Background: an optimization exercise with open tools, aiming at small area, a short achievable clock period and few clock cycles per item. Do not read the settings as production practice.
Only simulation tests tie the RTL to the original design; equivalence was not proved.

==> flow/design.v <==
`default_nettype none
package pcq_pkg;
   localparam int CHAN_W      = 8;
   localparam int INDEX_W     = 6;
   localparam int COUNT_W     = 7;
   localparam int MODE_W      = 2;
   localparam int DIST_W      = 18;    
   localparam int COLOR_W     = 3 * CHAN_W;
   localparam int POST_BIAS   = 42;
   localparam int POST_STEP   = 85;
   localparam logic [MODE_W-1:0] MODE_PASS      = 2'd0;
   localparam logic [MODE_W-1:0] MODE_POSTERIZE = 2'd1;
   localparam logic [MODE_W-1:0] MODE_PALETTE   = 2'd2;
   localparam logic [COUNT_W-1:0] COUNT_RESET = 7'd16;
endpackage
`default_nettype wire
`default_nettype none
import pcq_pkg::*;
module pcq_dist
(
   input  logic                 clock,
   input  logic [COLOR_W-1:0]   pixel,
   input  logic [COLOR_W-1:0]   entry,
   output logic [DIST_W-1:0]    dsq
);
   logic [8:0]  y0, y1, y2;
   logic [23:0] a_ff;      
   logic [2:0]  s_ff;      
   logic [65:0] b_ff;
   logic [DIST_W-1:0] dist_ff;
   assign y0 = {1'b0, pixel[7:0]}   - {1'b0, entry[7:0]};
   assign y1 = {1'b0, pixel[15:8]}  - {1'b0, entry[15:8]};
   assign y2 = {1'b0, pixel[23:16]} - {1'b0, entry[23:16]};
   always_ff @(posedge clock) begin
      s_ff <= {y2[8], y1[8], y0[8]};
      a_ff <= {y2[7:0], y1[7:0], y0[7:0]};
   end
   wire t_w0 = a_ff[1] & ~a_ff[0];
   wire t_w1 = a_ff[1] & a_ff[0];
   wire t_w2 = a_ff[2] & ~a_ff[1];
   wire t_w3 = a_ff[2] & a_ff[1];
   wire t_w4 = a_ff[3] & ~a_ff[2];
   wire t_w5 = a_ff[3] & a_ff[2];
   wire t_w6 = a_ff[4] & ~a_ff[3];
   wire t_w7 = a_ff[4] & a_ff[3];
   wire t_w8 = a_ff[5] & ~a_ff[4];
   wire t_w9 = a_ff[5] & a_ff[4];
   wire t_w10 = a_ff[6] & ~a_ff[5];
   wire t_w11 = a_ff[6] & a_ff[5];
   wire t_w12 = a_ff[7] & ~a_ff[6];
   wire t_w13 = a_ff[7] & a_ff[6];
   wire t_w14 = a_ff[0] & a_ff[2];
   wire t_w15 = a_ff[0] & a_ff[3];
   wire t_w16 = a_ff[0] & a_ff[4];
   wire t_w17 = a_ff[0] & a_ff[5];
   wire t_w18 = a_ff[0] & a_ff[6];
   wire t_w19 = a_ff[0] & a_ff[7];
   wire t_w20 = a_ff[1] & a_ff[3];
   wire t_w21 = a_ff[1] & a_ff[4];
   wire t_w22 = a_ff[1] & a_ff[5];
   wire t_w23 = a_ff[1] & a_ff[6];
   wire t_w24 = a_ff[1] & a_ff[7];
   wire t_w25 = a_ff[2] & a_ff[4];
   wire t_w26 = a_ff[2] & a_ff[5];
   wire t_w27 = a_ff[2] & a_ff[6];
   wire t_w28 = a_ff[2] & a_ff[7];
   wire t_w29 = a_ff[3] & a_ff[5];
   wire t_w30 = a_ff[3] & a_ff[6];
   wire t_w31 = a_ff[3] & a_ff[7];
   wire t_w32 = a_ff[4] & a_ff[6];
   wire t_w33 = a_ff[4] & a_ff[7];
   wire t_w34 = a_ff[5] & a_ff[7];
   wire t_w35 = ~(s_ff[0] & a_ff[0]);
   wire t_w36 = ~(s_ff[0] & a_ff[1]);
   wire t_w37 = ~(s_ff[0] & a_ff[2]);
   wire t_w38 = ~(s_ff[0] & a_ff[3]);
   wire t_w39 = ~(s_ff[0] & a_ff[4]);
   wire t_w40 = ~(s_ff[0] & a_ff[5]);
   wire t_w41 = ~(s_ff[0] & a_ff[6]);
   wire t_w42 = ~(s_ff[0] & a_ff[7]);
   wire t_w43 = a_ff[9] & ~a_ff[8];
   wire t_w44 = a_ff[9] & a_ff[8];
   wire t_w45 = a_ff[10] & ~a_ff[9];
   wire t_w46 = a_ff[10] & a_ff[9];
   wire t_w47 = a_ff[11] & ~a_ff[10];
   wire t_w48 = a_ff[11] & a_ff[10];
   wire t_w49 = a_ff[12] & ~a_ff[11];
   wire t_w50 = a_ff[12] & a_ff[11];
   wire t_w51 = a_ff[13] & ~a_ff[12];
   wire t_w52 = a_ff[13] & a_ff[12];
   wire t_w53 = a_ff[14] & ~a_ff[13];
   wire t_w54 = a_ff[14] & a_ff[13];
   wire t_w55 = a_ff[15] & ~a_ff[14];
   wire t_w56 = a_ff[15] & a_ff[14];
   wire t_w57 = a_ff[8] & a_ff[10];
   wire t_w58 = a_ff[8] & a_ff[11];
   wire t_w59 = a_ff[8] & a_ff[12];
   wire t_w60 = a_ff[8] & a_ff[13];
   wire t_w61 = a_ff[8] & a_ff[14];
   wire t_w62 = a_ff[8] & a_ff[15];
   wire t_w63 = a_ff[9] & a_ff[11];
   wire t_w64 = a_ff[9] & a_ff[12];
   wire t_w65 = a_ff[9] & a_ff[13];
   wire t_w66 = a_ff[9] & a_ff[14];
   wire t_w67 = a_ff[9] & a_ff[15];
   wire t_w68 = a_ff[10] & a_ff[12];
   wire t_w69 = a_ff[10] & a_ff[13];
   wire t_w70 = a_ff[10] & a_ff[14];
   wire t_w71 = a_ff[10] & a_ff[15];
   wire t_w72 = a_ff[11] & a_ff[13];
   wire t_w73 = a_ff[11] & a_ff[14];
   wire t_w74 = a_ff[11] & a_ff[15];
   wire t_w75 = a_ff[12] & a_ff[14];
   wire t_w76 = a_ff[12] & a_ff[15];
   wire t_w77 = a_ff[13] & a_ff[15];
   wire t_w78 = ~(s_ff[1] & a_ff[8]);
   wire t_w79 = ~(s_ff[1] & a_ff[9]);
   wire t_w80 = ~(s_ff[1] & a_ff[10]);
   wire t_w81 = ~(s_ff[1] & a_ff[11]);
   wire t_w82 = ~(s_ff[1] & a_ff[12]);
   wire t_w83 = ~(s_ff[1] & a_ff[13]);
   wire t_w84 = ~(s_ff[1] & a_ff[14]);
   wire t_w85 = ~(s_ff[1] & a_ff[15]);
   wire t_w86 = a_ff[17] & ~a_ff[16];
   wire t_w87 = a_ff[17] & a_ff[16];
   wire t_w88 = a_ff[18] & ~a_ff[17];
   wire t_w89 = a_ff[18] & a_ff[17];
   wire t_w90 = a_ff[19] & ~a_ff[18];
   wire t_w91 = a_ff[19] & a_ff[18];
   wire t_w92 = a_ff[20] & ~a_ff[19];
   wire t_w93 = a_ff[20] & a_ff[19];
   wire t_w94 = a_ff[21] & ~a_ff[20];
   wire t_w95 = a_ff[21] & a_ff[20];
   wire t_w96 = a_ff[22] & ~a_ff[21];
   wire t_w97 = a_ff[22] & a_ff[21];
   wire t_w98 = a_ff[23] & ~a_ff[22];
   wire t_w99 = a_ff[23] & a_ff[22];
   wire t_w100 = a_ff[16] & a_ff[18];
   wire t_w101 = a_ff[16] & a_ff[19];
   wire t_w102 = a_ff[16] & a_ff[20];
   wire t_w103 = a_ff[16] & a_ff[21];
   wire t_w104 = a_ff[16] & a_ff[22];
   wire t_w105 = a_ff[16] & a_ff[23];
   wire t_w106 = a_ff[17] & a_ff[19];
   wire t_w107 = a_ff[17] & a_ff[20];
   wire t_w108 = a_ff[17] & a_ff[21];
   wire t_w109 = a_ff[17] & a_ff[22];
   wire t_w110 = a_ff[17] & a_ff[23];
   wire t_w111 = a_ff[18] & a_ff[20];
   wire t_w112 = a_ff[18] & a_ff[21];
   wire t_w113 = a_ff[18] & a_ff[22];
   wire t_w114 = a_ff[18] & a_ff[23];
   wire t_w115 = a_ff[19] & a_ff[21];
   wire t_w116 = a_ff[19] & a_ff[22];
   wire t_w117 = a_ff[19] & a_ff[23];
   wire t_w118 = a_ff[20] & a_ff[22];
   wire t_w119 = a_ff[20] & a_ff[23];
   wire t_w120 = a_ff[21] & a_ff[23];
   wire t_w121 = ~(s_ff[2] & a_ff[16]);
   wire t_w122 = ~(s_ff[2] & a_ff[17]);
   wire t_w123 = ~(s_ff[2] & a_ff[18]);
   wire t_w124 = ~(s_ff[2] & a_ff[19]);
   wire t_w125 = ~(s_ff[2] & a_ff[20]);
   wire t_w126 = ~(s_ff[2] & a_ff[21]);
   wire t_w127 = ~(s_ff[2] & a_ff[22]);
   wire t_w128 = ~(s_ff[2] & a_ff[23]);
   wire t_w129 = t_w7 ^ t_w24 ^ t_w27;
   wire t_w130 = (t_w7 & t_w24) | (t_w7 & t_w27) | (t_w24 & t_w27);
   wire t_w131 = t_w29 ^ t_w35;
   wire t_w132 = t_w29 & t_w35;
   wire t_w133 = t_w8 ^ t_w28 ^ t_w30;
   wire t_w134 = (t_w8 & t_w28) | (t_w8 & t_w30) | (t_w28 & t_w30);
   wire t_w135 = t_w5 ^ t_w18 ^ t_w22;
   wire t_w136 = (t_w5 & t_w18) | (t_w5 & t_w22) | (t_w18 & t_w22);
   wire t_w137 = t_w25 ^ t_w48;
   wire t_w138 = t_w25 & t_w48;
   wire t_w139 = t_w6 ^ t_w19 ^ t_w23;
   wire t_w140 = (t_w6 & t_w19) | (t_w6 & t_w23) | (t_w19 & t_w23);
   wire t_w141 = t_w26 ^ t_w49 ^ t_w62;
   wire t_w142 = (t_w26 & t_w49) | (t_w26 & t_w62) | (t_w49 & t_w62);
   wire t_w143 = t_w66 ^ t_w69;
   wire t_w144 = t_w66 & t_w69;
   wire t_w145 = t_w129 ^ t_w131 ^ t_w50;
   wire t_w146 = (t_w129 & t_w131) | (t_w129 & t_w50) | (t_w131 & t_w50);
   wire t_w147 = t_w67 ^ t_w70 ^ t_w72;
   wire t_w148 = (t_w67 & t_w70) | (t_w67 & t_w72) | (t_w70 & t_w72);
   wire t_w149 = t_w78 ^ t_w93 ^ t_w110;
   wire t_w150 = (t_w78 & t_w93) | (t_w78 & t_w110) | (t_w93 & t_w110);
   wire t_w151 = t_w113 ^ t_w115;
   wire t_w152 = t_w113 & t_w115;
   wire t_w153 = t_w130 ^ t_w132 ^ t_w133;
   wire t_w154 = (t_w130 & t_w132) | (t_w130 & t_w133) | (t_w132 & t_w133);
   wire t_w155 = t_w36 ^ t_w51 ^ t_w71;
   wire t_w156 = (t_w36 & t_w51) | (t_w36 & t_w71) | (t_w51 & t_w71);
   wire t_w157 = t_w73 ^ t_w79 ^ t_w94;
   wire t_w158 = (t_w73 & t_w79) | (t_w73 & t_w94) | (t_w79 & t_w94);
   wire t_w159 = t_w114 ^ t_w116 ^ t_w122;
   wire t_w160 = (t_w114 & t_w116) | (t_w114 & t_w122) | (t_w116 & t_w122);
   wire t_w161 = t_w134 ^ t_w9 ^ t_w31;
   wire t_w162 = (t_w134 & t_w9) | (t_w134 & t_w31) | (t_w9 & t_w31);
   wire t_w163 = t_w32 ^ t_w37 ^ t_w52;
   wire t_w164 = (t_w32 & t_w37) | (t_w32 & t_w52) | (t_w37 & t_w52);
   wire t_w165 = t_w74 ^ t_w75 ^ t_w80;
   wire t_w166 = (t_w74 & t_w75) | (t_w74 & t_w80) | (t_w75 & t_w80);
   wire t_w167 = t_w95 ^ t_w117 ^ t_w118;
   wire t_w168 = (t_w95 & t_w117) | (t_w95 & t_w118) | (t_w117 & t_w118);
   wire t_w169 = t_w10 ^ t_w33 ^ t_w38;
   wire t_w170 = (t_w10 & t_w33) | (t_w10 & t_w38) | (t_w33 & t_w38);
   wire t_w171 = t_w53 ^ t_w76 ^ t_w81;
   wire t_w172 = (t_w53 & t_w76) | (t_w53 & t_w81) | (t_w76 & t_w81);
   wire t_w173 = t_w11 ^ t_w34 ^ t_w39;
   wire t_w174 = (t_w11 & t_w34) | (t_w11 & t_w39) | (t_w34 & t_w39);
   wire t_w175 = t_w3 ^ t_w16 ^ t_w20;
   wire t_w176 = (t_w3 & t_w16) | (t_w3 & t_w20) | (t_w16 & t_w20);
   wire t_w177 = t_w46 ^ t_w59;
   wire t_w178 = t_w46 & t_w59;
   wire t_w179 = t_w4 ^ t_w17 ^ t_w21;
   wire t_w180 = (t_w4 & t_w17) | (t_w4 & t_w21) | (t_w17 & t_w21);
   wire t_w181 = t_w47 ^ t_w60 ^ t_w64;
   wire t_w182 = (t_w47 & t_w60) | (t_w47 & t_w64) | (t_w60 & t_w64);
   wire t_w183 = t_w90 ^ t_w103;
   wire t_w184 = t_w90 & t_w103;
   wire t_w185 = t_w135 ^ t_w137 ^ t_w61;
   wire t_w186 = (t_w135 & t_w137) | (t_w135 & t_w61) | (t_w137 & t_w61);
   wire t_w187 = t_w65 ^ t_w68 ^ t_w91;
   wire t_w188 = (t_w65 & t_w68) | (t_w65 & t_w91) | (t_w68 & t_w91);
   wire t_w189 = t_w104 ^ t_w108 ^ t_w111;
   wire t_w190 = (t_w104 & t_w108) | (t_w104 & t_w111) | (t_w108 & t_w111);
   wire t_w191 = t_w136 ^ t_w138 ^ t_w139;
   wire t_w192 = (t_w136 & t_w138) | (t_w136 & t_w139) | (t_w138 & t_w139);
   wire t_w193 = t_w141 ^ t_w143 ^ t_w92;
   wire t_w194 = (t_w141 & t_w143) | (t_w141 & t_w92) | (t_w143 & t_w92);
   wire t_w195 = t_w105 ^ t_w109 ^ t_w112;
   wire t_w196 = (t_w105 & t_w109) | (t_w105 & t_w112) | (t_w109 & t_w112);
   wire t_w197 = t_w140 ^ t_w142 ^ t_w144;
   wire t_w198 = (t_w140 & t_w142) | (t_w140 & t_w144) | (t_w142 & t_w144);
   wire t_w199 = t_w145 ^ t_w147 ^ t_w149;
   wire t_w200 = (t_w145 & t_w147) | (t_w145 & t_w149) | (t_w147 & t_w149);
   wire t_w201 = t_w151 ^ t_w121 ^ 1'b1;
   wire t_w202 = (t_w151 & t_w121) | (t_w151 & 1'b1) | (t_w121 & 1'b1);
   wire t_w203 = t_w146 ^ t_w148 ^ t_w150;
   wire t_w204 = (t_w146 & t_w148) | (t_w146 & t_w150) | (t_w148 & t_w150);
   wire t_w205 = t_w152 ^ t_w153 ^ t_w155;
   wire t_w206 = (t_w152 & t_w153) | (t_w152 & t_w155) | (t_w153 & t_w155);
   wire t_w207 = t_w157 ^ t_w159 ^ 1'b1;
   wire t_w208 = (t_w157 & t_w159) | (t_w157 & 1'b1) | (t_w159 & 1'b1);
   wire t_w209 = t_w154 ^ t_w156 ^ t_w158;
   wire t_w210 = (t_w154 & t_w156) | (t_w154 & t_w158) | (t_w156 & t_w158);
   wire t_w211 = t_w160 ^ t_w161 ^ t_w163;
   wire t_w212 = (t_w160 & t_w161) | (t_w160 & t_w163) | (t_w161 & t_w163);
   wire t_w213 = t_w165 ^ t_w167 ^ t_w123;
   wire t_w214 = (t_w165 & t_w167) | (t_w165 & t_w123) | (t_w167 & t_w123);
   wire t_w215 = t_w162 ^ t_w164 ^ t_w166;
   wire t_w216 = (t_w162 & t_w164) | (t_w162 & t_w166) | (t_w164 & t_w166);
   wire t_w217 = t_w168 ^ t_w169 ^ t_w171;
   wire t_w218 = (t_w168 & t_w169) | (t_w168 & t_w171) | (t_w169 & t_w171);
   wire t_w219 = t_w96 ^ t_w119 ^ t_w124;
   wire t_w220 = (t_w96 & t_w119) | (t_w96 & t_w124) | (t_w119 & t_w124);
   wire t_w221 = t_w170 ^ t_w172 ^ t_w173;
   wire t_w222 = (t_w170 & t_w172) | (t_w170 & t_w173) | (t_w172 & t_w173);
   wire t_w223 = t_w54 ^ t_w77 ^ t_w82;
   wire t_w224 = (t_w54 & t_w77) | (t_w54 & t_w82) | (t_w77 & t_w82);
   wire t_w225 = t_w97 ^ t_w120 ^ t_w125;
   wire t_w226 = (t_w97 & t_w120) | (t_w97 & t_w125) | (t_w120 & t_w125);
   wire t_w227 = t_w174 ^ t_w12 ^ t_w40;
   wire t_w228 = (t_w174 & t_w12) | (t_w174 & t_w40) | (t_w12 & t_w40);
   wire t_w229 = t_w55 ^ t_w83 ^ t_w98;
   wire t_w230 = (t_w55 & t_w83) | (t_w55 & t_w98) | (t_w83 & t_w98);
   wire t_w231 = t_w13 ^ t_w41 ^ t_w56;
   wire t_w232 = (t_w13 & t_w41) | (t_w13 & t_w56) | (t_w41 & t_w56);
   wire t_w233 = t_w42 ^ s_ff[0];
   wire t_w234 = t_w42 & s_ff[0];
   wire t_w235 = t_w1 ^ t_w14 ^ t_w44;
   wire t_w236 = (t_w1 & t_w14) | (t_w1 & t_w44) | (t_w14 & t_w44);
   wire t_w237 = t_w2 ^ t_w15 ^ t_w45;
   wire t_w238 = (t_w2 & t_w15) | (t_w2 & t_w45) | (t_w15 & t_w45);
   wire t_w239 = t_w58 ^ t_w88;
   wire t_w240 = t_w58 & t_w88;
   wire t_w241 = t_w175 ^ t_w177 ^ t_w63;
   wire t_w242 = (t_w175 & t_w177) | (t_w175 & t_w63) | (t_w177 & t_w63);
   wire t_w243 = t_w89 ^ t_w102 ^ t_w106;
   wire t_w244 = (t_w89 & t_w102) | (t_w89 & t_w106) | (t_w102 & t_w106);
   wire t_w245 = t_w176 ^ t_w178 ^ t_w179;
   wire t_w246 = (t_w176 & t_w178) | (t_w176 & t_w179) | (t_w178 & t_w179);
   wire t_w247 = t_w181 ^ t_w183 ^ t_w107;
   wire t_w248 = (t_w181 & t_w183) | (t_w181 & t_w107) | (t_w183 & t_w107);
   wire t_w249 = t_w180 ^ t_w182 ^ t_w184;
   wire t_w250 = (t_w180 & t_w182) | (t_w180 & t_w184) | (t_w182 & t_w184);
   wire t_w251 = t_w185 ^ t_w187 ^ t_w189;
   wire t_w252 = (t_w185 & t_w187) | (t_w185 & t_w189) | (t_w187 & t_w189);
   wire t_w253 = t_w186 ^ t_w188 ^ t_w190;
   wire t_w254 = (t_w186 & t_w188) | (t_w186 & t_w190) | (t_w188 & t_w190);
   wire t_w255 = t_w191 ^ t_w193 ^ t_w195;
   wire t_w256 = (t_w191 & t_w193) | (t_w191 & t_w195) | (t_w193 & t_w195);
   wire t_w257 = t_w192 ^ t_w194 ^ t_w196;
   wire t_w258 = (t_w192 & t_w194) | (t_w192 & t_w196) | (t_w194 & t_w196);
   wire t_w259 = t_w197 ^ t_w199 ^ t_w201;
   wire t_w260 = (t_w197 & t_w199) | (t_w197 & t_w201) | (t_w199 & t_w201);
   wire t_w261 = t_w198 ^ t_w200 ^ t_w202;
   wire t_w262 = (t_w198 & t_w200) | (t_w198 & t_w202) | (t_w200 & t_w202);
   wire t_w263 = t_w203 ^ t_w205 ^ t_w207;
   wire t_w264 = (t_w203 & t_w205) | (t_w203 & t_w207) | (t_w205 & t_w207);
   wire t_w265 = t_w204 ^ t_w206 ^ t_w208;
   wire t_w266 = (t_w204 & t_w206) | (t_w204 & t_w208) | (t_w206 & t_w208);
   wire t_w267 = t_w209 ^ t_w211 ^ t_w213;
   wire t_w268 = (t_w209 & t_w211) | (t_w209 & t_w213) | (t_w211 & t_w213);
   wire t_w269 = t_w210 ^ t_w212 ^ t_w214;
   wire t_w270 = (t_w210 & t_w212) | (t_w210 & t_w214) | (t_w212 & t_w214);
   wire t_w271 = t_w215 ^ t_w217 ^ t_w219;
   wire t_w272 = (t_w215 & t_w217) | (t_w215 & t_w219) | (t_w217 & t_w219);
   wire t_w273 = t_w216 ^ t_w218 ^ t_w220;
   wire t_w274 = (t_w216 & t_w218) | (t_w216 & t_w220) | (t_w218 & t_w220);
   wire t_w275 = t_w221 ^ t_w223 ^ t_w225;
   wire t_w276 = (t_w221 & t_w223) | (t_w221 & t_w225) | (t_w223 & t_w225);
   wire t_w277 = t_w222 ^ t_w224 ^ t_w226;
   wire t_w278 = (t_w222 & t_w224) | (t_w222 & t_w226) | (t_w224 & t_w226);
   wire t_w279 = t_w227 ^ t_w229 ^ t_w126;
   wire t_w280 = (t_w227 & t_w229) | (t_w227 & t_w126) | (t_w229 & t_w126);
   wire t_w281 = t_w228 ^ t_w230 ^ t_w231;
   wire t_w282 = (t_w228 & t_w230) | (t_w228 & t_w231) | (t_w230 & t_w231);
   wire t_w283 = t_w84 ^ t_w99 ^ t_w127;
   wire t_w284 = (t_w84 & t_w99) | (t_w84 & t_w127) | (t_w99 & t_w127);
   wire t_w285 = t_w232 ^ t_w233 ^ t_w85;
   wire t_w286 = (t_w232 & t_w233) | (t_w232 & t_w85) | (t_w233 & t_w85);
   wire t_w287 = s_ff[1] ^ t_w128 ^ s_ff[2];
   wire t_w288 = (s_ff[1] & t_w128) | (s_ff[1] & s_ff[2]) | (t_w128 & s_ff[2]);
   always_ff @(posedge clock) begin
      b_ff <= {1'b1, t_w234, t_w288, t_w286, t_w287, t_w285, t_w284, t_w282, t_w283, t_w281, t_w280, t_w278, t_w279, t_w277, t_w276, t_w274, t_w275, t_w273, t_w272, t_w270, t_w271, t_w269, t_w268, t_w266, t_w267, t_w265, t_w264, t_w262, t_w263, t_w261, t_w260, t_w258, t_w259, t_w257, t_w256, t_w254, t_w255, t_w253, t_w252, t_w250, t_w251, t_w249, t_w248, t_w246, t_w247, t_w245, t_w244, t_w242, t_w243, t_w241, t_w240, t_w238, t_w101, t_w239, t_w237, t_w236, t_w100, t_w87, t_w57, t_w235, t_w86, t_w43, t_w0, a_ff[16], a_ff[8], a_ff[0]};
   end
   wire u_w0 = b_ff[6] ^ b_ff[7];
   wire u_w1 = b_ff[6] & b_ff[7];
   wire u_w2 = b_ff[10] ^ b_ff[11] ^ b_ff[12];
   wire u_w3 = (b_ff[10] & b_ff[11]) | (b_ff[10] & b_ff[12]) | (b_ff[11] & b_ff[12]);
   wire u_w4 = b_ff[14] ^ b_ff[15] ^ b_ff[16];
   wire u_w5 = (b_ff[14] & b_ff[15]) | (b_ff[14] & b_ff[16]) | (b_ff[15] & b_ff[16]);
   wire u_w6 = b_ff[18] ^ b_ff[19] ^ b_ff[20];
   wire u_w7 = (b_ff[18] & b_ff[19]) | (b_ff[18] & b_ff[20]) | (b_ff[19] & b_ff[20]);
   wire u_w8 = b_ff[22] ^ b_ff[23] ^ b_ff[24];
   wire u_w9 = (b_ff[22] & b_ff[23]) | (b_ff[22] & b_ff[24]) | (b_ff[23] & b_ff[24]);
   wire u_w10 = b_ff[26] ^ b_ff[27] ^ b_ff[28];
   wire u_w11 = (b_ff[26] & b_ff[27]) | (b_ff[26] & b_ff[28]) | (b_ff[27] & b_ff[28]);
   wire u_w12 = b_ff[30] ^ b_ff[31] ^ b_ff[32];
   wire u_w13 = (b_ff[30] & b_ff[31]) | (b_ff[30] & b_ff[32]) | (b_ff[31] & b_ff[32]);
   wire u_w14 = b_ff[34] ^ b_ff[35] ^ b_ff[36];
   wire u_w15 = (b_ff[34] & b_ff[35]) | (b_ff[34] & b_ff[36]) | (b_ff[35] & b_ff[36]);
   wire u_w16 = b_ff[38] ^ b_ff[39] ^ b_ff[40];
   wire u_w17 = (b_ff[38] & b_ff[39]) | (b_ff[38] & b_ff[40]) | (b_ff[39] & b_ff[40]);
   wire u_w18 = b_ff[42] ^ b_ff[43] ^ b_ff[44];
   wire u_w19 = (b_ff[42] & b_ff[43]) | (b_ff[42] & b_ff[44]) | (b_ff[43] & b_ff[44]);
   wire u_w20 = b_ff[46] ^ b_ff[47] ^ b_ff[48];
   wire u_w21 = (b_ff[46] & b_ff[47]) | (b_ff[46] & b_ff[48]) | (b_ff[47] & b_ff[48]);
   wire u_w22 = b_ff[50] ^ b_ff[51] ^ b_ff[52];
   wire u_w23 = (b_ff[50] & b_ff[51]) | (b_ff[50] & b_ff[52]) | (b_ff[51] & b_ff[52]);
   wire u_w24 = b_ff[54] ^ b_ff[55] ^ b_ff[56];
   wire u_w25 = (b_ff[54] & b_ff[55]) | (b_ff[54] & b_ff[56]) | (b_ff[55] & b_ff[56]);
   wire u_w26 = b_ff[58] ^ b_ff[59] ^ b_ff[60];
   wire u_w27 = (b_ff[58] & b_ff[59]) | (b_ff[58] & b_ff[60]) | (b_ff[59] & b_ff[60]);
   wire u_w28 = b_ff[62] ^ b_ff[63] ^ b_ff[64];
   wire u_w29 = (b_ff[62] & b_ff[63]) | (b_ff[62] & b_ff[64]) | (b_ff[63] & b_ff[64]);
   wire u_w30 = b_ff[0] ^ b_ff[1];
   wire u_w31 = b_ff[0] & b_ff[1];
   wire u_w32 = b_ff[3] ^ b_ff[4];
   wire u_w33 = b_ff[3] & b_ff[4];
   wire u_w34 = u_w0 ^ b_ff[8] ^ b_ff[9];
   wire u_w35 = (u_w0 & b_ff[8]) | (u_w0 & b_ff[9]) | (b_ff[8] & b_ff[9]);
   wire u_w36 = u_w1 ^ u_w2 ^ b_ff[13];
   wire u_w37 = (u_w1 & u_w2) | (u_w1 & b_ff[13]) | (u_w2 & b_ff[13]);
   wire u_w38 = u_w3 ^ u_w4 ^ b_ff[17];
   wire u_w39 = (u_w3 & u_w4) | (u_w3 & b_ff[17]) | (u_w4 & b_ff[17]);
   wire u_w40 = u_w5 ^ u_w6 ^ b_ff[21];
   wire u_w41 = (u_w5 & u_w6) | (u_w5 & b_ff[21]) | (u_w6 & b_ff[21]);
   wire u_w42 = u_w7 ^ u_w8 ^ b_ff[25];
   wire u_w43 = (u_w7 & u_w8) | (u_w7 & b_ff[25]) | (u_w8 & b_ff[25]);
   wire u_w44 = u_w9 ^ u_w10 ^ b_ff[29];
   wire u_w45 = (u_w9 & u_w10) | (u_w9 & b_ff[29]) | (u_w10 & b_ff[29]);
   wire u_w46 = u_w11 ^ u_w12 ^ b_ff[33];
   wire u_w47 = (u_w11 & u_w12) | (u_w11 & b_ff[33]) | (u_w12 & b_ff[33]);
   wire u_w48 = u_w13 ^ u_w14 ^ b_ff[37];
   wire u_w49 = (u_w13 & u_w14) | (u_w13 & b_ff[37]) | (u_w14 & b_ff[37]);
   wire u_w50 = u_w15 ^ u_w16 ^ b_ff[41];
   wire u_w51 = (u_w15 & u_w16) | (u_w15 & b_ff[41]) | (u_w16 & b_ff[41]);
   wire u_w52 = u_w17 ^ u_w18 ^ b_ff[45];
   wire u_w53 = (u_w17 & u_w18) | (u_w17 & b_ff[45]) | (u_w18 & b_ff[45]);
   wire u_w54 = u_w19 ^ u_w20 ^ b_ff[49];
   wire u_w55 = (u_w19 & u_w20) | (u_w19 & b_ff[49]) | (u_w20 & b_ff[49]);
   wire u_w56 = u_w21 ^ u_w22 ^ b_ff[53];
   wire u_w57 = (u_w21 & u_w22) | (u_w21 & b_ff[53]) | (u_w22 & b_ff[53]);
   wire u_w58 = u_w23 ^ u_w24 ^ b_ff[57];
   wire u_w59 = (u_w23 & u_w24) | (u_w23 & b_ff[57]) | (u_w24 & b_ff[57]);
   wire u_w60 = u_w25 ^ u_w26 ^ b_ff[61];
   wire u_w61 = (u_w25 & u_w26) | (u_w25 & b_ff[61]) | (u_w26 & b_ff[61]);
   wire u_w62 = u_w27 ^ u_w28 ^ b_ff[65];
   wire u_w63 = (u_w27 & u_w28) | (u_w27 & b_ff[65]) | (u_w28 & b_ff[65]);
   always_ff @(posedge clock) begin
      dist_ff <= {u_w61, u_w59, u_w57, u_w55, u_w53, u_w51, u_w49, u_w47, u_w45, u_w43, u_w41, u_w39, u_w37, u_w35, u_w33, u_w32, u_w31, u_w30} +
                 {u_w62, u_w60, u_w58, u_w56, u_w54, u_w52, u_w50, u_w48, u_w46, u_w44, u_w42, u_w40, u_w38, u_w36, u_w34, b_ff[5], 1'b0, b_ff[2]};
   end
   assign dsq = dist_ff;
endmodule
`default_nettype wire
`default_nettype none
import pcq_pkg::*;
module palette_color_quantizer
#(
   parameter int PALETTE_DEPTH = 64
) (
   input  wire         clock,
   input  wire         reset,
   input  wire         req_valid,
   output logic        req_stall,
   input  wire  [30:0] req_data,
   output logic        rsp_valid,
   input  wire         rsp_stall,
   output logic [29:0] rsp_data,
   input  wire         csr_valid,
   output logic        csr_ready,
   input  wire  [0:0]  csr_index,
   input  wire  [6:0]  csr_wdata
);
   localparam int P    = 16;       
   localparam int F    = 8;        
   logic [MODE_W-1:0]   color_mode_ff;
   logic [COUNT_W-1:0]  palette_count_ff;
   logic [6:0]          search_n;         
   logic [1:0]            last_row;         
   logic                pal_mode;
   logic [30:0]         rq_ff;
   logic                rq_v_ff;
   logic                stall_ff;
   logic [1:0]            row_ff;
   logic [COLOR_W-1:0]  rq_color;
   logic                rq_write;
   logic                cap;
   logic                issue;
   logic                issue_last;
   logic                wr_now;
   logic                rq_v_in;
   logic [1:0]            row_in;
   logic                rq_write_in;
   logic [3:0]            cnt_ff, cnt_in;
   logic                stall_in;
   logic [COLOR_W-1:0]  palette_mem [0:63];
   logic [COLOR_W-1:0]  ent [0:P-1];
   logic [DIST_W-1:0]   dist_c [0:P-1];
   logic             ka_v, ka_first, ka_last;
   logic [1:0]       ka_row;
   logic [4:0]       ka_lim;
   logic             kb_v, kb_first, kb_last;
   logic [1:0]       kb_row;
   logic [4:0]       kb_lim;
   logic             kc_v, kc_first, kc_last;
   logic [1:0]       kc_row;
   logic [4:0]       kc_lim;
   logic             kt2_v, kt2_first, kt2_last;
   logic [1:0]       kt2_row;
   logic [4:0]       kt2_lim;
   logic             ke_v, ke_first, ke_last;
   logic [1:0]       ke_row;
   logic [4:0]       ke_lim;
   logic [DIST_W-1:0] n1_0_d;
   logic [1:0] n1_0_i;
   logic [3:0] n1_0_v, n1_0_s;
   logic n1_0_c01;
   logic n1_0_c02;
   logic n1_0_c03;
   logic n1_0_c12;
   logic n1_0_c13;
   logic n1_0_c23;
   logic [DIST_W-1:0] n1_1_d;
   logic [1:0] n1_1_i;
   logic [3:0] n1_1_v, n1_1_s;
   logic n1_1_c01;
   logic n1_1_c02;
   logic n1_1_c03;
   logic n1_1_c12;
   logic n1_1_c13;
   logic n1_1_c23;
   logic [DIST_W-1:0] n1_2_d;
   logic [1:0] n1_2_i;
   logic [3:0] n1_2_v, n1_2_s;
   logic n1_2_c01;
   logic n1_2_c02;
   logic n1_2_c03;
   logic n1_2_c12;
   logic n1_2_c13;
   logic n1_2_c23;
   logic [DIST_W-1:0] n1_3_d;
   logic [1:0] n1_3_i;
   logic [3:0] n1_3_v, n1_3_s;
   logic n1_3_c01;
   logic n1_3_c02;
   logic n1_3_c03;
   logic n1_3_c12;
   logic n1_3_c13;
   logic n1_3_c23;
   logic [DIST_W-1:0] rt2_0_d;
   logic [1:0] rt2_0_i;
   logic [DIST_W-1:0] rt2_1_d;
   logic [1:0] rt2_1_i;
   logic [DIST_W-1:0] rt2_2_d;
   logic [1:0] rt2_2_i;
   logic [DIST_W-1:0] rt2_3_d;
   logic [1:0] rt2_3_i;
   logic [DIST_W-1:0] n2_0_d;
   logic [3:0] n2_0_i;
   logic [3:0] n2_0_v, n2_0_s;
   logic n2_0_c01;
   logic n2_0_c02;
   logic n2_0_c03;
   logic n2_0_c12;
   logic n2_0_c13;
   logic n2_0_c23;
   logic [DIST_W-1:0] re_0_d;
   logic [3:0] re_0_i;
   logic [DIST_W-1:0]   best_d_ff;
   logic [5:0]          best_i_ff;
   logic                acc_take;
   logic [DIST_W-1:0]   acc_d;
   logic [5:0]          acc_i;
   logic [5:0]          root_idx;
   logic [5:0]          fq_ff [0:F-1];
   logic [F-1:0]        fv_ff;
   logic                push;
   logic                load;
   logic                rsp_valid_ff;
   logic [29:0]         rsp_data_ff;
   logic [29:0]         rsp_data_in;
   logic [COLOR_W-1:0]  np_color_ff;
   assign rq_color = rq_ff[29:6];
   assign rq_write = rq_ff[30];
   assign pal_mode = (color_mode_ff == MODE_PALETTE);
   localparam int POST_T1 = POST_STEP - POST_BIAS;
   localparam int POST_T2 = 2 * POST_STEP - POST_BIAS;
   localparam int POST_T3 = 3 * POST_STEP - POST_BIAS;
   function automatic logic [CHAN_W-1:0] posterize(input logic [CHAN_W-1:0] c);
      logic [CHAN_W-1:0] level;
      if (32'(c) < POST_T1) begin
         level = '0;
      end else if (32'(c) < POST_T2) begin
         level = CHAN_W'(POST_STEP);
      end else if (32'(c) < POST_T3) begin
         level = CHAN_W'(2 * POST_STEP);
      end else begin
         level = CHAN_W'(3 * POST_STEP);
      end
      posterize = level;
   endfunction
   always_comb begin
      if (palette_count_ff == '0) begin
         search_n = 7'd1;
      end else if (palette_count_ff > 7'd64) begin
         search_n = 7'd64;
      end else begin
         search_n = palette_count_ff;
      end
   end
   assign last_row = 2'((search_n - 7'd1) >> 4);
   assign csr_ready = 1'b1;
   assign req_stall = stall_ff;
   assign cap        = req_valid && !stall_ff;
   assign issue      = rq_v_ff && !rq_write;
   assign issue_last = !pal_mode || (row_ff == last_row);
   assign wr_now     = rq_v_ff && rq_write && (cnt_ff == '0);
   always_comb begin
      rq_v_in     = rq_v_ff;
      row_in      = row_ff;
      rq_write_in = rq_write;
      if (cap) begin
         rq_v_in     = 1'b1;
         row_in      = '0;
         rq_write_in = req_data[30];
      end else if (issue) begin
         if (issue_last) begin
            rq_v_in = 1'b0;
         end else begin
            row_in = row_ff + 2'(1);
         end
      end else if (wr_now) begin
         rq_v_in = 1'b0;
      end
   end
   always_comb begin
      cnt_in = cnt_ff;
      if (cap && !req_data[30] && !load) begin
         cnt_in = cnt_ff + 4'(1);
      end else if (load && !(cap && !req_data[30])) begin
         cnt_in = cnt_ff - 4'(1);
      end
   end
   assign stall_in = (cnt_in >= 4'(F)) ||
                     (rq_v_in && rq_write_in && (cnt_in != '0)) ||
                     (rq_v_in && !rq_write_in && pal_mode && (row_in != last_row)) ||
                     (!pal_mode && (cnt_in != '0));
   always_ff @(posedge clock) begin
      if (!stall_ff) begin
         rq_ff <= req_data;
      end
      if (wr_now) begin
         palette_mem[rq_ff[5:0]] <= rq_color;
      end
   end
   always_ff @(posedge clock) begin
      if (reset) begin
         rq_v_ff          <= 1'b0;
         stall_ff         <= 1'b0;
         cnt_ff           <= '0;
         color_mode_ff    <= MODE_PASS;
         palette_count_ff <= COUNT_RESET;
      end else begin
         rq_v_ff  <= rq_v_in;
         stall_ff <= stall_in;
         cnt_ff   <= cnt_in;
         if (csr_valid) begin
            if (csr_index == 1'b0) begin
               color_mode_ff <= csr_wdata[MODE_W-1:0];
            end else begin
               palette_count_ff <= csr_wdata;
            end
         end
      end
      row_ff <= row_in;
   end
   always_comb begin
         ent[0] = palette_mem[{row_ff, 4'd0}];
         ent[1] = palette_mem[{row_ff, 4'd1}];
         ent[2] = palette_mem[{row_ff, 4'd2}];
         ent[3] = palette_mem[{row_ff, 4'd3}];
         ent[4] = palette_mem[{row_ff, 4'd4}];
         ent[5] = palette_mem[{row_ff, 4'd5}];
         ent[6] = palette_mem[{row_ff, 4'd6}];
         ent[7] = palette_mem[{row_ff, 4'd7}];
         ent[8] = palette_mem[{row_ff, 4'd8}];
         ent[9] = palette_mem[{row_ff, 4'd9}];
         ent[10] = palette_mem[{row_ff, 4'd10}];
         ent[11] = palette_mem[{row_ff, 4'd11}];
         ent[12] = palette_mem[{row_ff, 4'd12}];
         ent[13] = palette_mem[{row_ff, 4'd13}];
         ent[14] = palette_mem[{row_ff, 4'd14}];
         ent[15] = palette_mem[{row_ff, 4'd15}];
   end
   pcq_dist u_dist_0 (.clock(clock), .pixel(rq_color), .entry(ent[0]), .dsq(dist_c[0]));
   pcq_dist u_dist_1 (.clock(clock), .pixel(rq_color), .entry(ent[1]), .dsq(dist_c[1]));
   pcq_dist u_dist_2 (.clock(clock), .pixel(rq_color), .entry(ent[2]), .dsq(dist_c[2]));
   pcq_dist u_dist_3 (.clock(clock), .pixel(rq_color), .entry(ent[3]), .dsq(dist_c[3]));
   pcq_dist u_dist_4 (.clock(clock), .pixel(rq_color), .entry(ent[4]), .dsq(dist_c[4]));
   pcq_dist u_dist_5 (.clock(clock), .pixel(rq_color), .entry(ent[5]), .dsq(dist_c[5]));
   pcq_dist u_dist_6 (.clock(clock), .pixel(rq_color), .entry(ent[6]), .dsq(dist_c[6]));
   pcq_dist u_dist_7 (.clock(clock), .pixel(rq_color), .entry(ent[7]), .dsq(dist_c[7]));
   pcq_dist u_dist_8 (.clock(clock), .pixel(rq_color), .entry(ent[8]), .dsq(dist_c[8]));
   pcq_dist u_dist_9 (.clock(clock), .pixel(rq_color), .entry(ent[9]), .dsq(dist_c[9]));
   pcq_dist u_dist_10 (.clock(clock), .pixel(rq_color), .entry(ent[10]), .dsq(dist_c[10]));
   pcq_dist u_dist_11 (.clock(clock), .pixel(rq_color), .entry(ent[11]), .dsq(dist_c[11]));
   pcq_dist u_dist_12 (.clock(clock), .pixel(rq_color), .entry(ent[12]), .dsq(dist_c[12]));
   pcq_dist u_dist_13 (.clock(clock), .pixel(rq_color), .entry(ent[13]), .dsq(dist_c[13]));
   pcq_dist u_dist_14 (.clock(clock), .pixel(rq_color), .entry(ent[14]), .dsq(dist_c[14]));
   pcq_dist u_dist_15 (.clock(clock), .pixel(rq_color), .entry(ent[15]), .dsq(dist_c[15]));
   always_ff @(posedge clock) begin
      if (reset) begin
         ka_v <= 1'b0;
         kb_v <= 1'b0;
         kc_v <= 1'b0;
         kt2_v <= 1'b0;
         ke_v <= 1'b0;
      end else begin
         ka_v <= issue;
         kb_v <= ka_v;
         kc_v <= kb_v;
         kt2_v <= kc_v;
         ke_v <= kt2_v;
      end
      ka_first <= (row_ff == '0);
      ka_last  <= issue_last;
      ka_row   <= row_ff;
      ka_lim   <= (row_ff == last_row) ? 5'(search_n - 7'({row_ff, 4'd0})) : 5'(P);
      kb_first <= ka_first;
      kb_last  <= ka_last;
      kb_row   <= ka_row;
      kb_lim   <= ka_lim;
      kc_first <= kb_first;
      kc_last  <= kb_last;
      kc_row   <= kb_row;
      kc_lim   <= kb_lim;
      kt2_first <= kc_first;
      kt2_last  <= kc_last;
      kt2_row   <= kc_row;
      kt2_lim   <= kc_lim;
      ke_first <= kt2_first;
      ke_last  <= kt2_last;
      ke_row   <= kt2_row;
      ke_lim   <= kt2_lim;
   end
   assign n1_0_v[0] = (kc_lim > 5'd0);
   assign n1_0_v[1] = (kc_lim > 5'd1);
   assign n1_0_v[2] = (kc_lim > 5'd2);
   assign n1_0_v[3] = (kc_lim > 5'd3);
   assign n1_0_c01 = (dist_c[1] < dist_c[0]);
   assign n1_0_c02 = (dist_c[2] < dist_c[0]);
   assign n1_0_c03 = (dist_c[3] < dist_c[0]);
   assign n1_0_c12 = (dist_c[2] < dist_c[1]);
   assign n1_0_c13 = (dist_c[3] < dist_c[1]);
   assign n1_0_c23 = (dist_c[3] < dist_c[2]);
   assign n1_0_s[0] = n1_0_v[0] && (!n1_0_v[1] || !n1_0_c01) && (!n1_0_v[2] || !n1_0_c02) && (!n1_0_v[3] || !n1_0_c03);
   assign n1_0_s[1] = n1_0_v[1] && n1_0_c01 && (!n1_0_v[2] || !n1_0_c12) && (!n1_0_v[3] || !n1_0_c13);
   assign n1_0_s[2] = n1_0_v[2] && n1_0_c02 && n1_0_c12 && (!n1_0_v[3] || !n1_0_c23);
   assign n1_0_s[3] = n1_0_v[3] && n1_0_c03 && n1_0_c13 && n1_0_c23;
   assign n1_0_d = ({DIST_W{n1_0_s[0]}} & dist_c[0]) | ({DIST_W{n1_0_s[1]}} & dist_c[1]) | ({DIST_W{n1_0_s[2]}} & dist_c[2]) | ({DIST_W{n1_0_s[3]}} & dist_c[3]);
   assign n1_0_i = {n1_0_s[3] | n1_0_s[2], n1_0_s[3] | n1_0_s[1]};
   assign n1_1_v[0] = (kc_lim > 5'd4);
   assign n1_1_v[1] = (kc_lim > 5'd5);
   assign n1_1_v[2] = (kc_lim > 5'd6);
   assign n1_1_v[3] = (kc_lim > 5'd7);
   assign n1_1_c01 = (dist_c[5] < dist_c[4]);
   assign n1_1_c02 = (dist_c[6] < dist_c[4]);
   assign n1_1_c03 = (dist_c[7] < dist_c[4]);
   assign n1_1_c12 = (dist_c[6] < dist_c[5]);
   assign n1_1_c13 = (dist_c[7] < dist_c[5]);
   assign n1_1_c23 = (dist_c[7] < dist_c[6]);
   assign n1_1_s[0] = n1_1_v[0] && (!n1_1_v[1] || !n1_1_c01) && (!n1_1_v[2] || !n1_1_c02) && (!n1_1_v[3] || !n1_1_c03);
   assign n1_1_s[1] = n1_1_v[1] && n1_1_c01 && (!n1_1_v[2] || !n1_1_c12) && (!n1_1_v[3] || !n1_1_c13);
   assign n1_1_s[2] = n1_1_v[2] && n1_1_c02 && n1_1_c12 && (!n1_1_v[3] || !n1_1_c23);
   assign n1_1_s[3] = n1_1_v[3] && n1_1_c03 && n1_1_c13 && n1_1_c23;
   assign n1_1_d = ({DIST_W{n1_1_s[0]}} & dist_c[4]) | ({DIST_W{n1_1_s[1]}} & dist_c[5]) | ({DIST_W{n1_1_s[2]}} & dist_c[6]) | ({DIST_W{n1_1_s[3]}} & dist_c[7]);
   assign n1_1_i = {n1_1_s[3] | n1_1_s[2], n1_1_s[3] | n1_1_s[1]};
   assign n1_2_v[0] = (kc_lim > 5'd8);
   assign n1_2_v[1] = (kc_lim > 5'd9);
   assign n1_2_v[2] = (kc_lim > 5'd10);
   assign n1_2_v[3] = (kc_lim > 5'd11);
   assign n1_2_c01 = (dist_c[9] < dist_c[8]);
   assign n1_2_c02 = (dist_c[10] < dist_c[8]);
   assign n1_2_c03 = (dist_c[11] < dist_c[8]);
   assign n1_2_c12 = (dist_c[10] < dist_c[9]);
   assign n1_2_c13 = (dist_c[11] < dist_c[9]);
   assign n1_2_c23 = (dist_c[11] < dist_c[10]);
   assign n1_2_s[0] = n1_2_v[0] && (!n1_2_v[1] || !n1_2_c01) && (!n1_2_v[2] || !n1_2_c02) && (!n1_2_v[3] || !n1_2_c03);
   assign n1_2_s[1] = n1_2_v[1] && n1_2_c01 && (!n1_2_v[2] || !n1_2_c12) && (!n1_2_v[3] || !n1_2_c13);
   assign n1_2_s[2] = n1_2_v[2] && n1_2_c02 && n1_2_c12 && (!n1_2_v[3] || !n1_2_c23);
   assign n1_2_s[3] = n1_2_v[3] && n1_2_c03 && n1_2_c13 && n1_2_c23;
   assign n1_2_d = ({DIST_W{n1_2_s[0]}} & dist_c[8]) | ({DIST_W{n1_2_s[1]}} & dist_c[9]) | ({DIST_W{n1_2_s[2]}} & dist_c[10]) | ({DIST_W{n1_2_s[3]}} & dist_c[11]);
   assign n1_2_i = {n1_2_s[3] | n1_2_s[2], n1_2_s[3] | n1_2_s[1]};
   assign n1_3_v[0] = (kc_lim > 5'd12);
   assign n1_3_v[1] = (kc_lim > 5'd13);
   assign n1_3_v[2] = (kc_lim > 5'd14);
   assign n1_3_v[3] = (kc_lim > 5'd15);
   assign n1_3_c01 = (dist_c[13] < dist_c[12]);
   assign n1_3_c02 = (dist_c[14] < dist_c[12]);
   assign n1_3_c03 = (dist_c[15] < dist_c[12]);
   assign n1_3_c12 = (dist_c[14] < dist_c[13]);
   assign n1_3_c13 = (dist_c[15] < dist_c[13]);
   assign n1_3_c23 = (dist_c[15] < dist_c[14]);
   assign n1_3_s[0] = n1_3_v[0] && (!n1_3_v[1] || !n1_3_c01) && (!n1_3_v[2] || !n1_3_c02) && (!n1_3_v[3] || !n1_3_c03);
   assign n1_3_s[1] = n1_3_v[1] && n1_3_c01 && (!n1_3_v[2] || !n1_3_c12) && (!n1_3_v[3] || !n1_3_c13);
   assign n1_3_s[2] = n1_3_v[2] && n1_3_c02 && n1_3_c12 && (!n1_3_v[3] || !n1_3_c23);
   assign n1_3_s[3] = n1_3_v[3] && n1_3_c03 && n1_3_c13 && n1_3_c23;
   assign n1_3_d = ({DIST_W{n1_3_s[0]}} & dist_c[12]) | ({DIST_W{n1_3_s[1]}} & dist_c[13]) | ({DIST_W{n1_3_s[2]}} & dist_c[14]) | ({DIST_W{n1_3_s[3]}} & dist_c[15]);
   assign n1_3_i = {n1_3_s[3] | n1_3_s[2], n1_3_s[3] | n1_3_s[1]};
   assign n2_0_v[0] = (kt2_lim > 5'd0);
   assign n2_0_v[1] = (kt2_lim > 5'd4);
   assign n2_0_v[2] = (kt2_lim > 5'd8);
   assign n2_0_v[3] = (kt2_lim > 5'd12);
   assign n2_0_c01 = (rt2_1_d < rt2_0_d);
   assign n2_0_c02 = (rt2_2_d < rt2_0_d);
   assign n2_0_c03 = (rt2_3_d < rt2_0_d);
   assign n2_0_c12 = (rt2_2_d < rt2_1_d);
   assign n2_0_c13 = (rt2_3_d < rt2_1_d);
   assign n2_0_c23 = (rt2_3_d < rt2_2_d);
   assign n2_0_s[0] = n2_0_v[0] && (!n2_0_v[1] || !n2_0_c01) && (!n2_0_v[2] || !n2_0_c02) && (!n2_0_v[3] || !n2_0_c03);
   assign n2_0_s[1] = n2_0_v[1] && n2_0_c01 && (!n2_0_v[2] || !n2_0_c12) && (!n2_0_v[3] || !n2_0_c13);
   assign n2_0_s[2] = n2_0_v[2] && n2_0_c02 && n2_0_c12 && (!n2_0_v[3] || !n2_0_c23);
   assign n2_0_s[3] = n2_0_v[3] && n2_0_c03 && n2_0_c13 && n2_0_c23;
   assign n2_0_d = ({DIST_W{n2_0_s[0]}} & rt2_0_d) | ({DIST_W{n2_0_s[1]}} & rt2_1_d) | ({DIST_W{n2_0_s[2]}} & rt2_2_d) | ({DIST_W{n2_0_s[3]}} & rt2_3_d);
   assign n2_0_i = {{n2_0_s[3] | n2_0_s[2], n2_0_s[3] | n2_0_s[1]}, ({2{n2_0_s[0]}} & rt2_0_i) | ({2{n2_0_s[1]}} & rt2_1_i) | ({2{n2_0_s[2]}} & rt2_2_i) | ({2{n2_0_s[3]}} & rt2_3_i)};
   always_ff @(posedge clock) begin
      rt2_0_d <= n1_0_d;
      rt2_0_i <= n1_0_i;
      rt2_1_d <= n1_1_d;
      rt2_1_i <= n1_1_i;
      rt2_2_d <= n1_2_d;
      rt2_2_i <= n1_2_i;
      rt2_3_d <= n1_3_d;
      rt2_3_i <= n1_3_i;
      re_0_d <= n2_0_d;
      re_0_i <= n2_0_i;
   end
   assign root_idx = {ke_row, re_0_i};
   assign acc_take = ke_first || (re_0_d < best_d_ff);
   assign acc_d    = acc_take ? re_0_d : best_d_ff;
   assign acc_i    = acc_take ? root_idx : best_i_ff;
   always_ff @(posedge clock) begin
      best_d_ff <= acc_d;
      best_i_ff <= acc_i;
   end
   assign push = ke_v && ke_last;
   assign load = fv_ff[0] && (!rsp_valid_ff || !rsp_stall);
   always_ff @(posedge clock) begin
      if (reset) begin
         fv_ff <= '0;
      end else if (load && !push) begin
         fv_ff <= {1'b0, fv_ff[F-1:1]};
      end else if (push && !load) begin
         fv_ff <= {fv_ff[F-2:0], 1'b1};
      end
   end
   always_ff @(posedge clock) begin
      if (load) begin
         if (push && fv_ff[0] && !fv_ff[1]) fq_ff[0] <= acc_i;
         else fq_ff[0] <= fq_ff[1];
      end else if (push && !fv_ff[0]) begin
         fq_ff[0] <= acc_i;
      end
      if (load) begin
         if (push && fv_ff[1] && !fv_ff[2]) fq_ff[1] <= acc_i;
         else fq_ff[1] <= fq_ff[2];
      end else if (push && !fv_ff[1] && fv_ff[0]) begin
         fq_ff[1] <= acc_i;
      end
      if (load) begin
         if (push && fv_ff[2] && !fv_ff[3]) fq_ff[2] <= acc_i;
         else fq_ff[2] <= fq_ff[3];
      end else if (push && !fv_ff[2] && fv_ff[1]) begin
         fq_ff[2] <= acc_i;
      end
      if (load) begin
         if (push && fv_ff[3] && !fv_ff[4]) fq_ff[3] <= acc_i;
         else fq_ff[3] <= fq_ff[4];
      end else if (push && !fv_ff[3] && fv_ff[2]) begin
         fq_ff[3] <= acc_i;
      end
      if (load) begin
         if (push && fv_ff[4] && !fv_ff[5]) fq_ff[4] <= acc_i;
         else fq_ff[4] <= fq_ff[5];
      end else if (push && !fv_ff[4] && fv_ff[3]) begin
         fq_ff[4] <= acc_i;
      end
      if (load) begin
         if (push && fv_ff[5] && !fv_ff[6]) fq_ff[5] <= acc_i;
         else fq_ff[5] <= fq_ff[6];
      end else if (push && !fv_ff[5] && fv_ff[4]) begin
         fq_ff[5] <= acc_i;
      end
      if (load) begin
         if (push && fv_ff[6] && !fv_ff[7]) fq_ff[6] <= acc_i;
         else fq_ff[6] <= fq_ff[7];
      end else if (push && !fv_ff[6] && fv_ff[5]) begin
         fq_ff[6] <= acc_i;
      end
      if (load) begin
         if (push && fv_ff[7]) fq_ff[7] <= acc_i;
         else fq_ff[7] <= fq_ff[7];
      end else if (push && !fv_ff[7] && fv_ff[6]) begin
         fq_ff[7] <= acc_i;
      end
   end
   always_ff @(posedge clock) begin
      if (color_mode_ff == MODE_POSTERIZE) begin
         np_color_ff <= {posterize(rq_color[23:16]), posterize(rq_color[15:8]),
                         posterize(rq_color[7:0])};
      end else begin
         np_color_ff <= rq_color;
      end
   end
   always_comb begin
      if (pal_mode) begin
         rsp_data_in = {palette_mem[fq_ff[0]], fq_ff[0]};
      end else begin
         rsp_data_in = {np_color_ff, 6'd0};
      end
   end
   always_ff @(posedge clock) begin
      if (reset) begin
         rsp_valid_ff <= 1'b0;
      end else if (!rsp_valid_ff || !rsp_stall) begin
         rsp_valid_ff <= fv_ff[0];
      end
      if (load) begin
         rsp_data_ff <= rsp_data_in;
      end
   end
   assign rsp_valid = rsp_valid_ff;
   assign rsp_data  = rsp_data_ff;
endmodule
`default_nettype wire
==> flow/run.sh <==
#!/bin/bash
# synth_recipe.tcl (not shown) runs the flow's synth.tcl, then flattens the netlist and writes it again
# the make line also repeats each setting of config.mk as NAME=value (left out here)
make -C /OpenROAD-flow-scripts/flow DESIGN_CONFIG=/design/flow/config.mk WORK_HOME=/design/flow/orfs CLKGATE_MAP_FILE= SYNTH_SCRIPT=/design/flow/synth_recipe.tcl finish
==> flow/config.mk <==
export PLATFORM = sky130hd
export DESIGN_NAME = palette_color_quantizer
export DESIGN_NICKNAME = palette_color_quantizer
export VERILOG_FILES = /design/flow/design.v
export SDC_FILE = /design/flow/constraint.sdc
export NUM_CORES = 4
export LEC_CHECK = 0
export CAP_MARGIN = 20
export CELL_PAD_IN_SITES_DETAIL_PLACEMENT = 1
export CORE_MARGIN = 2
export CORE_UTILIZATION = 35
export PLACE_DENSITY = 0.5
export SLEW_MARGIN = 20
==> flow/constraint.sdc <==
create_clock -name core_clock -period 5.0 [get_ports {clock}]
set_input_delay 1.0000 -clock core_clock [delete_from_list [all_inputs] [get_ports {clock}]]
set_output_delay 1.0000 -clock core_clock [all_outputs]
set_load 0.01 [all_outputs]
==> results by group, run 1 <==
Clock network
  • Root Driver: clkbuf_16
  • Post-CTS Setup Repair Bufs: 0
  • CTS tree: built
  • # H-tree levels: 5
  • CTS resizes: 0
  • Clk pin slew, worst setup/hold paths: 60 ps
  • Clock Path Buffers: 4
  • Worst skew pair latency: 1060 ps
  • CTS buffer count: 400
  • Clk sinks: 3,632
  • Hold Buf Count CTS: 0

Synthesis
  • Synth Area per Inst: 12.8 sq um
  • EDFF count, synth: 1,663
  • Post-Syn Area: 204,000 sq um
  • Most used DFF post-synth: dfxtp_1
  • Syn. warnings: 7
  • Mapped Cells: 15,900
  • Ys async rst share: 0%
  • Synthesis-stage register bit count: 3,632
  • Register area share after synthesis: 43.9%
  • Synth unique cells: 91
  • Syn Nets: 18,900

Drt
  • Drt drc: 0
  • Routed WL per cell: 28.6 um
  • Avg Vias per Cell: 5.31
  • Antenna Violating Nets Remaining: 0
  • Via count: 128,000
  • DR pass1 iterations: 5
  • DRT Wirelength: 691 mm
  • Initial DRC count: 12,300

Worst setup path
  • CP Class: flop to flop
  • Crit path max fanout: 4
  • Worst EP required: 5800 ps
  • Startpoint Class: flop
  • Critical Path AT: 5120 ps
  • Worst Setup End Kind: flop

Min path
  • HP Class: flop to flop

Die
  • Boundary Pins: 77
  • Die Footprint: 588,000 sq um
  • Die Ht: 767 um
  • Starting density of the core: 35.1%
  • Die width: 767 um
  • Rows: 280
  • Core Box Area: 581,000 sq um

GRT
  • Total track usage: 23.2%
  • Largest net degree at the start of global routing: 93
  • GR Overflow Total: 0
  • Initial antenna violation count: 82
  • First-pass GRT wire length: 991 mm
  • Number of global-route vias before repair: 136,000

Layout
  • Most common library cell in the layout ignoring fill and taps: dfxtp_1
  • Filler Cell Count: 61,000
  • Layout area overhead: 12.1%
  • Nets: 19,100
  • Final std cells w/o fill: 24,200
  • Final instance area: 229,000 sq um
  • Most frequent cells in the layout: dfxtp_1, inv_1, edfxtp_1
  • Layout cells sized above 1: 12.0%
  • Core Util, Final: 39.3%

Outcome
  • Status: no timing/DRC/antenna violations

Placement
  • Placed cell count: 23,400
  • Half-perimeter wire length after placement: 526 mm
  • Gpl congestion: 0.889
  • Placement Cell Area: 215,000 sq um
  • I/O Buffers: 75

Timing
  • Setup_tns: 0 ps
  • Unrepaired setup endpoints after global routing: false
  • Relative slew slack: 21.7%
  • Slew at the pin with the worst max-slew slack: 1170 ps
  • Period minus WS final: 4320 ps
  • Final Cycle Share: 86.4%
  • WHS: 327 ps
  • Final Setup Violations: 0
  • Final hold violation count: 0
  • Max Clock Freq: 232 MHz
  • Slew Viols, Final: 0
  • Max Clock Skew: 91.0 ps

Run
  • MaxCap Viol Count: 0
synthesized netlist by cell type (all sizes together), types with 13 or more instances:
library cell  number  area (sq um)
a22o              38           333
a21o             274          2060
a221oi            14           129
a2111oi           25           219
nor2b            283          1770
a21boi            26           195
clkbuf           440          1650
a211o             15           131
dfxtp           1969         39400
fa              1600         32000
nand4             71           444
a211oi            71           543
and3              40           255
a221o             45           450
o21ai            320          1600
nand2b           376          2350
edfxtp          1663         49900
a31oi             48           300
o21ba             13           130
inv             1877          7050
a22oi             57           428
o31ai             18           135
or3               40           255
o2111ai           29           254
a21oi            454          2270
xnor2            382          3350
nor3             100           500
ha              1397         17500
buf              130           564
nand2           1114          4180
o211ai            78           586
o21a              50           375
o21bai            52           390
xor2             183          1600
and2             918          5740
nor2             403          1510
or2               19           119
nand3            143           716
mux2              78           878
mux4             888         20000
o41ai             19           166
area by class of cell:
type	instances	area (sq um)	area share [%]
Inverter	1878	7050	3.08
Clock inverter	212	2470	1.08
Clock buffer	530	11000	4.83
Timing Repair Buffer	322	3100	1.36
Tap cell	7755	9700	4.25
Antenna cell	36	90.1	0.0394
Multi-Input combinational cell	9822	106000	46.2
Sequential cell	3632	89400	39.1
flip-flops by register name, indices dropped and copies added, names as in the netlist, 48 cells and up, named ones only:
name / cells
u_dist_14.b_ff: 65
u_dist_5.b_ff: 65
palette_mem: 1536
u_dist_12.b_ff: 65
u_dist_13.b_ff: 65
u_dist_2.b_ff: 65
u_dist_1.b_ff: 65
u_dist_11.b_ff: 65
u_dist_0.b_ff: 65
u_dist_7.b_ff: 65
u_dist_10.b_ff: 65
fq_ff: 48
u_dist_6.b_ff: 65
u_dist_3.b_ff: 65
u_dist_4.b_ff: 65
u_dist_8.b_ff: 65
u_dist_9.b_ff: 65
u_dist_15.b_ff: 65
layer usage:
metal	up-vias	track usage [%]	wire length [um]
li1	55000	-	-
met1	67900	32.7	303000
met2	4617	36.0	308000
met3	879	4.62	55100
met4	22	7.45	25500
met5	-	0	138
kinds of logic (layout without fill, tap and decap cells):
| logic type | Yosys count | in the layout | synth area share [%] |
|---|---|---|---|
| other | 1 | 37 | 0.00184 |
| xor gates and xnor gates | 565 | 565 | 2.43 |
| DFF | 3632 | 3632 | 43.9 |
| buffers and inverters | 2448 | 2942 | 4.55 |
| and+or+nand+nor | 3558 | 3558 | 8.97 |
| AOI/OAI and AO/OA | 1723 | 1723 | 5.60 |
| muxes | 978 | 978 | 10.3 |
| adders and majority gates | 2997 | 2997 | 24.3 |
worst max-delay path, cell delays in order (launching register included):
cell,delay (ps)
dfxtp_1,310
fa_1,530
inv_1,50
fa_1,490
inv_1,50
ha_1,330
nand4_1,110
a21oi_1,250
nor2_1,120
a2111oi_0,620
or3_1,250
nand2_1,70
xnor2_1,890
per-stage QoR:
stage / setup WS (ps)
finish: 682
global route: 493
CTS: 775
detailed placement: 804
global placement: 797
floorplan: 1230
final timing paths:
kind,from,end,slack (ps),cells past startpoint
worst max-delay path,u_dist_15.b_ff[10],u_dist_15.dist_ff[15],680,12
worst min-delay path,kt2_row[0],ke_row[0],330,0
worst max register to register,u_dist_15.b_ff[10],u_dist_15.dist_ff[15],680,12
worst min register to register,kt2_row[0],ke_row[0],330,0
Testbench counts, summed over its fixed seeds: cycles 11,168, pixels 4,096.
==> inputs of run 2 (changes only) <==
--- a/flow/config.mk
+++ b/flow/config.mk
@@ -10,4 +10,5 @@
 export CORE_MARGIN = 2
 export CORE_UTILIZATION = 35
 export PLACE_DENSITY = 0.5
+export SETUP_SLACK_MARGIN = 2.0
 export SLEW_MARGIN = 20
==> results by group, run 2 <==
Outcome
  • Status: no timing/DRC/antenna violations

Die
  • Die Footprint: 588,000 sq um
  • Rows: 280
  • Die Ht: 767 um
  • Die width: 767 um
  • Boundary Pins: 77
  • Starting density of the core: 35.1%
  • Core Box Area: 581,000 sq um

Synthesis
  • Most used DFF post-synth: dfxtp_1
  • Top post-synthesis cells by count: dfxtp_1, inv_1, edfxtp_1
  • Synth Area per Inst: 12.8 sq um
  • Top-count cell post-synth: dfxtp_1
  • Synth unique cells: 91
  • Post-Syn Area: 204,000 sq um
  • Mapped Cells: 15,900
  • Syn. warnings: 7
  • Largest area contributor in the netlist: edfxtp_1
  • Ranking of synthesized cells by area: edfxtp_1, dfxtp_1, fa_1
  • Register area share after synthesis: 43.9%
  • Synthesis-stage register bit count: 3,632
  • Syn Nets: 18,900
  • Ys async rst share: 0%
  • EDFF count, synth: 1,663
  • Yosys top cell area share: 24.5%

Timing
  • Final Cycle Share: 70.3%
  • Slew at the pin with the worst max-slew slack: 1250 ps
  • Unrepaired setup endpoints after global routing: true
  • Final hold violation count: 0
  • Slew Viols, Final: 0
  • Relative slew slack: 15.9%
  • Final Setup Violations: 0
  • Final worst setup slack: 1490 ps
  • Max Clock Skew: 149 ps
  • Setup_tns: 0 ps
  • Period minus WS final: 3510 ps
  • Max Clock Freq: 285 MHz

Layout
  • Final instance area: 245,000 sq um
  • Nets: 19,900
  • Layout area overhead: 20.4%
  • Most common library cell in the layout ignoring fill and taps: inv_1
  • Most frequent cells in the layout: inv_1, dfxtp_1, edfxtp_1
  • Max FFs per register: 1,536
  • Layout cells sized above 1: 23.4%

Worst setup path
  • Crit-path cells: fa_1 > inv_1 > fa_1 > inv_2 > ha_4 > nand4_1 > nand3_1 > or2_4 > a41oi_4 > a211oi_4 > a211o_1 > a21oi_2 > xor2_1 > buf_4
  • Worst path top cell family by delay: adder cells
  • WP buf/inv: 3
  • CP Class: flop to flop
  • CP peak stage delay: 520 ps
  • Crit path max fanout: 4
  • Top cell by count, worst path: fa_1
  • Worst Setup End Kind: flop
  • Startpoint Class: flop
  • Slowest cell on crit path: fa_1
  • Worst EP required: 5890 ps
  • Critical Path AT: 4400 ps

Clock network
  • Root Driver: clkbuf_16
  • CTS tree: built
  • # H-tree levels: 5
  • Hold Buf Count CTS: 0
  • CTS buffer count: 411
  • Clk pin slew, worst setup/hold paths: 70 ps
  • Worst skew pair latency: 1090 ps
  • Clock Path Buffers: 4
  • Clk sinks: 3,632

GRT
  • Largest net degree at the start of global routing: 84
  • Total track usage: 24.0%
  • First-pass GRT wire length: 1030 mm
  • Number of global-route vias before repair: 141,000
  • GR Layer Usage met1: 34.3%
  • GR Overflow Total: 0
  • Initial antenna violation count: 97
  • Grt peak-use layer: met2
  • GR Layer Usage met2: 36.3%
  • GR Util met3: 4.50%

Drt
  • Routed WL per cell: 29.0 um
  • DR pass1 iterations: 6
  • Initial DRC count: 12,200
  • DRT Wirelength: 726 mm
  • Avg Vias per Cell: 5.36
  • Drt drc: 0
  • Via count: 134,000
  • Antenna Violating Nets Remaining: 0

Placement
  • Half-perimeter wire length after placement: 533 mm
  • Dpl ws: 912 ps
  • Gpl congestion: 0.906
  • Placement Cell Area: 216,000 sq um
  • I/O Buffers: 75

Run
  • MaxCap Viol Count: 0

Min path
  • HP Class: flop to flop
==> run 2: through the flow <==
stage | cells | hold WS [ps] | util, %
after floorplan | 15900 | 310 | -
after global placement | 23500 | 312 | 37.2
after detailed placement | 23500 | 313 | 37.2
after CTS | 24700 | 280 | 41.1
after global routing | 25000 | 299 | 42.2
final | 25000 | 264 | 42.2
==> run 2: cells by family after synthesis <==
logic type               synth area share [%]
AND/OR/NAND/NOR                          8.97
buffers and inverters                    4.55
other                                 0.00184
AO/OA/AOI/OAI                            5.60
multiplexers                             10.3
XOR/XNOR                                 2.43
flip-flops                               43.9
adder cells (fa/ha/maj)                  24.3
==> run 2: layer usage <==
layer  routed length, um  vias to the layer above
li1                    -                    56800
met3               58900                     1179
met2              318000                     5160
met1              316000                    71000
met5                 553                        -
met4               32600                       42
==> run 2: final timing paths <==
check	from	to	slack, ps	depth (start not counted)
max	u_dist_3.b_ff[12]	u_dist_3.dist_ff[17]	1490	14
min	ka_lim[2]	kb_lim[2]	260	0
max reg2reg	u_dist_3.b_ff[12]	u_dist_3.dist_ff[17]	1490	14
min reg2reg	ka_lim[2]	kb_lim[2]	260	0
==> run 2: final cells by class <==
cell class,count,area [sq um]
inverter,1878,7080
tap,7755,9700
sequential,3632,89700
fill,59900,336000
clock buffer,559,11600
clock inverter,203,2320
multi-input combinational,9826,112000
timing repair buffer,1112,12500
antenna,53,133
==> run 2: timing repair <==
item                                    4_1_cts  5_1_grt
gates resized for setup                     906      991
endpoints found under the hold margin         0        0
pin swaps                                   358      599
buffers inserted                            366      296
endpoints found under the setup margin     1841     1597
cloned                                       60        9

## separate check: timing with driven ports
The flow's constraints put no driver on any port. The routed layouts listed below were extracted and timed again, unchanged, in two steps.
Step 1, drivers: a clkbuf_16 drives clock and a buf_2 each remaining input, both assumed.
Step 2 adds t to the input delays and takes it off the output delays; t is the mean of the earliest and latest rising clock arrival at the registers after step 1. Input paths then give back, and output paths get back, about the clock's delay inside the block.
a / b / c = no drivers / after step 1 / after step 2; a / b = the first two.
| run | shift t [ns] | setup WS [ns] | worst setup path at the end | worst data-port slew with drivers (ns) | cell pins on the clock port's net |
|---|---|---|---|---|---|
| run 1 | 1.147 | 0.682 / 0.682 / 0.682 | register to register | 0.04 | 1 |
| run 2 | 1.151 | 1.486 / 1.486 / 1.486 | register to register | 0.08 | 1 |
After both steps setup and hold are still met in every run listed.
